This is an optimization exercise on Yosys and OpenROAD, whose aim is a short achievable clock period and few clock cycles, not a production implementation.
Only simulation tests tie the RTL to the original design; equivalence was not proved.
Power and IR drop assume default switching activity.

the reference run:
## lc3b_core
module lc3b_core
(
    input  logic                        clk,
    input  logic                        rst,
    input  logic                        instr_valid,
    input  logic [16-1:0]     instr,
    output logic                        instr_ready,
    output logic                        wb_valid,
    output logic [2:0]                  wb_dr,
    output logic [16-1:0]     wb_data,
    output logic [2:0]                  wb_cc
);
Size: ~12000 cells after synthesis, roughly 43 I/O pins, roughly 220000 um^2 of cells after synthesis.
Settings: LEC_CHECK=0, ABC_CLOCK_PERIOD_IN_PS=2500, CAP_MARGIN=20, CORE_MARGIN=2, CORE_UTILIZATION=40, SETUP_SLACK_MARGIN=5, SLEW_MARGIN=20, SYNTH_MEMORY_MAX_BITS=8192, TNS_END_PERCENT=100; clock period 8.0 ns.
run.sh (not shown) runs the stock make flow with config.mk's settings and CLKGATE_MAP_FILE= SYNTH_SCRIPT=/design/flow/synth_recipe.tcl, a recipe that flattens the netlist after the stock synthesis.
Testbench counts of the reference run, summed over its fixed seeds: cycles 26,789.
The inputs of the trial run differ from those of the reference run as listed below.
--- a/flow/design.v
+++ b/flow/design.v
@@ -417,32 +417,32 @@
 logic [15:0] r_alu;
 logic [15:0] r_mrd;
 logic [7:0]  r_addr;
 logic [15:0] r_rdata;
 logic [15:0] r_out;
 logic [15:0] ms;
 logic [7:0]  m_waddr;
 logic        m_we;
 assign rx = pick4({1'b0, r_x_r2, r_x_r1, r_x_r0}, r_x, m_res, w_res, 16'd0);
 assign ry = pick4({1'b0, r_y_r2, r_y_r1, r_y_r0}, r_y, m_res, w_res, 16'd0);
 assign rs = pick4({1'b0, r_s_r2, r_s_r1, r_s_r0}, r_s, m_res, w_res, 16'd0);
 assign r_alu = alu(r_op & {6{r_late}}, r_amt, rx, ry);
+assign r_mrd = mem_read(dmem, r_alo, r_bsel);
 assign r_addr = rx[8:1] + r_off;           
 logic [255:0] m_wdec;
 logic         r_hit;
 assign m_wdec = decode8(m_waddr);
 assign r_hit = m_we && m_waddr == r_raddr;
-assign r_mrd = mem_read(dmem, r_alo, r_bsel & ~{NB{r_hit}});
-assign r_rdata = r_mrd | ({16{r_hit}} & ms);
-assign r_out = r_alu | r_mrd | pick4({2'b0, r_rd && r_hit, !r_late && !r_rd}, r_res, ms, 16'd0, 16'd0);
+assign r_rdata = r_hit ? ms : r_mrd;
+assign r_out = r_alu | pick4({1'b0, r_rd && r_hit, r_rd && !r_hit, !r_late && !r_rd}, r_res, r_mrd, ms, 16'd0);
 always_ff @(posedge clk)
 begin
     if (rst)
         m_v <= 1'b0;
     else
         m_v <= r_v;
 end
 always_ff @(posedge clk)
 begin
     m_wr <= r_wr;
     m_setcc <= r_setcc;
     m_dr <= r_dr;
## What came out
Against the reference run, number of antenna violations at the first check in global routing in the trial run fell by a little under 10%.
In the trial run, final critical-path share of the clock period is lower than in the reference run.
Going from the reference run to the trial run, the setup slack was found to have gone up by 0.021 ns.
The trial run vs the reference run on utilization: the trial run is the lower one.
[compare] base=the reference run new=the trial run: layout multi-input combinational cell count went up by about 1.6%; total setup buffers inserted after CTS dropped 164; clock share of power has decreased.
In the trial run, the routed wire length came out about 5% below the value in the reference run.
Proportion of synthesized area in mux cells was higher in the run labelled the reference run.
Compared with the reference run, the trial run shows a lower routing usage on met1.
Diff the reference run -> the trial run: global-route usage down 1.7 points, die outline area flat, length in cells of the worst reg-to-reg path up 1.
Cmp the trial run and the reference run / non-clock buffer count in the final layout / higher: the reference run
Testbench counts of the trial run, summed over its fixed seeds: cycles 26,789.

* * *

lc3b_core, a different RTL version from the one above (not shown whole).
Size: about 4,800 flip-flops, roughly 0.22 mm2 of cells after synthesis.
make LEC_CHECK=0 ABC_CLOCK_PERIOD_IN_PS=2500 CAP_MARGIN=20 CORE_MARGIN=2 CORE_UTILIZATION=40 SETUP_SLACK_MARGIN=5 SLEW_MARGIN=20 SYNTH_MEMORY_MAX_BITS=8192 TNS_END_PERCENT=100 finish   # period 8.0 ns
Testbench counts at the start, summed over its fixed seeds: cycles 26,789.
Then changed:
--- a/flow/design.v
+++ b/flow/design.v
@@ -99,55 +99,54 @@
 logic        r_rd, r_ldi, r_str, r_sti, r_ldr2;
 logic [5:0]  r_op;
 logic [3:0]  r_amt;
 logic [15:0] r_res;
 logic [15:0] r_x, r_y, r_s;
 logic        r_x_r1, r_x_r2, r_y_r1, r_y_r2, r_s_r1, r_s_r2, r_s_m1, r_x_m1, r_y_m1;
 logic        r_x_r0, r_y_r0, r_s_r0, r_x_m0, r_y_m0, r_s_m0;
 logic [7:0]  r_off;
 logic [NB*5-1:0] r_alo;
 logic [NB-1:0] r_bsel;
 logic [7:0]  r_raddr;
-logic        m_v, m_wr, m_setcc, m_ldi, m_sti, m_st;
+logic        m_v, m_wr, m_setcc, m_sti, m_st;
 logic [2:0]  m_dr;
 logic [15:0] m_res;
 logic [15:0] m_s;
 logic        m_s_m1;
-logic        m_late2, m_x_m1, m_y_m1, m_x_m0, m_y_m0, m_s_m0, m_rd2, m_alu2;
+logic        m_x_m1, m_y_m1, m_x_m0, m_y_m0, m_s_m0, m_rd2, m_alu2;
 logic [5:0]  m_op;
 logic [3:0]  m_amt;
 logic [15:0] m_x, m_y;
 logic [7:0]  m_addr;
 logic [NB*5-1:0] m_plo;
 logic [NB-1:0] m_bsel;
 logic        w_v, w_wr, w_setcc;
 logic [2:0]  w_dr;
 logic [15:0] w_res;
 logic [15:0] rf [8];
 logic [7:0]  rf_zero;           
 logic [255:0][15:0] dmem;
 logic [3:0] i_op;
-logic [2:0] i_dr, i_s1, i_s2;
+logic [2:0] i_s1, i_s2;
 logic       i_use2, i_alu, i_mem, i_st;
 logic       i_m1_1, i_m2_1, i_m1_2, i_m2_2;
 logic [1:0] i_ga1, i_ga2, i_gl1, i_gl2, i_ga, i_gl;
 logic       i_str;
 logic       i_ldr;
 logic [1:0] i_gap;
 logic       i_late;
 logic       i_late2;
 logic [1:0] i_sp;
 logic       acc;
 logic [1:0] gap_next;
 assign i_op = instr[15:12];
-assign i_dr = instr[11:9];
 assign i_s1 = instr[8:6];
 assign i_s2 = instr[2:0];
 assign i_alu = (i_op == 4'b0001) || (i_op == 4'b0101)
             || (i_op == 4'b1001) || (i_op == 4'b1101);
 assign i_use2 = ((i_op == 4'b0001) || (i_op == 4'b0101)) && !instr[5];
 assign i_mem = (i_op == 4'b0110) || (i_op == 4'b1010)
             || (i_op == 4'b0111) || (i_op == 4'b1011);
 assign i_st = (i_op == 4'b0111) || (i_op == 4'b1011);
 assign i_str = (i_op == 4'b0111);
 assign i_ldr = (i_op == 4'b0110);
 assign i_m1_1 = q_v && q_wr && q_w[11:9] == i_s1;
@@ -439,73 +438,71 @@
 begin
     if (rst)
         m_v <= 1'b0;
     else
         m_v <= r_v;
 end
 always_ff @(posedge clk)
 begin
     m_wr <= r_wr;
     m_setcc <= r_setcc;
     m_dr <= r_dr;
-    m_ldi <= r_ldi;
     m_rd2 <= r_ldi || r_ldr2;
     m_alu2 <= r_late2 && !r_ldr2;
     m_sti <= r_sti;
     m_st <= r_str || r_sti;
     m_res <= r_out;
     m_s <= rs;
     m_s_m1 <= r_s_m1;
-    m_late2 <= r_late2;
     m_x_m0 <= r_x_m0;
     m_y_m0 <= r_y_m0;
     m_s_m0 <= r_s_m0;
     m_x_m1 <= r_x_m1;
     m_y_m1 <= r_y_m1;
     m_op <= r_op;
     m_amt <= r_amt;
     m_x <= rx;
     m_y <= ry;
     m_addr <= r_addr;
     m_plo <= bank_lo(r_ldi, r_rdata[8:1]) | bank_lo(r_ldr2, r_addr);
     m_bsel <= bank_sel(r_ldi, r_rdata[8:1]) | bank_sel(r_ldr2, r_addr);
 end
 logic [15:0] m_mrd;
 assign ms = pick4({2'b0, m_s_m1, m_s_m0}, m_s, w_res, 16'd0, 16'd0);
 logic [15:0] mx, my;
 logic [15:0] m_alu;
 assign mx = pick4({2'b0, m_x_m1, m_x_m0}, m_x, w_res, 16'd0, 16'd0);
 assign my = pick4({2'b0, m_y_m1, m_y_m0}, m_y, w_res, 16'd0, 16'd0);
-assign m_alu = alu(m_op, m_amt, mx, my);
+assign m_alu = alu(m_op & {6{m_alu2}}, m_amt, mx, my);
 assign m_we = m_v && m_st;
 assign m_waddr = m_sti ? m_res[8:1] : m_addr;
 assign m_mrd = mem_read(dmem, m_plo, m_bsel);
 always_ff @(posedge clk)
 begin
     for (int k = 0; k < 256; k++)
         if (m_we && m_wdec[k])
             dmem[k] <= ms;
 end
 always_ff @(posedge clk)
 begin
     if (rst)
         w_v <= 1'b0;
     else
         w_v <= m_v;
 end
 always_ff @(posedge clk)
 begin
     w_wr <= m_wr;
     w_setcc <= m_setcc;
     w_dr <= m_dr;
-    w_res <= m_rd2 ? m_mrd : (m_alu2 ? m_alu : m_res);
+    w_res <= m_mrd | m_alu | ({16{!m_rd2 && !m_alu2}} & m_res);
 end
 always_ff @(posedge clk)
 begin
     if (rst)
         rf_zero <= 8'hff;
     else if (w_wen)
         rf_zero[w_dr] <= 1'b0;
 end
 always_ff @(posedge clk)
 begin
     if (w_wen)
After rerunning: Setup slack gains 42 ps; worst hold slack improved by 18 ps; first-iteration DRC count hardly moves; total power rose by 0.35%; register-to-register slack improved by 40 ps; clock power stays flat; global-route usage went up by 1.1 points.
Testbench counts after the change, summed over its fixed seeds: cycles 26,789.

separate check: timing with driven ports:
Ports are ideal in the flow. The routed layouts listed here were re-timed in OpenROAD. Step 1 assumes that a clkbuf_16 drives the clock port and a buf_2 every other input. Step 2 also shifts input and output timing later by t, the mid clock arrival at the registers, as if the neighbouring blocks saw the same clock. a / b / c = no drivers / after step 1 / after step 2; a / b = the first two.
| run | t (ns) | setup WS [ns] | hold WS [ns] | worst slew at a driven data input, ns |
|---|---|---|---|---|
| the reference run | 1.190 | 4.104 / 4.104 / 3.930 | 0.308 / 0.308 / 0.308 | 0.06 |
| the trial run | 1.187 | 4.125 / 4.125 / 3.874 | 0.325 / 0.325 / 0.325 | 0.05 |
| the first run of note 2 | 1.212 | 4.164 / 4.164 / 3.886 | 0.307 / 0.307 / 0.307 | 0.07 |
| the second run of note 2 | 1.223 | 4.205 / 4.205 / 3.890 | 0.324 / 0.324 / 0.324 | 0.07 |
After both steps setup and hold are still met in every run listed. The setup slack of the second run of note 2, which loses most, moves by 0.000 ns with the drivers and by -0.315 ns with both steps.
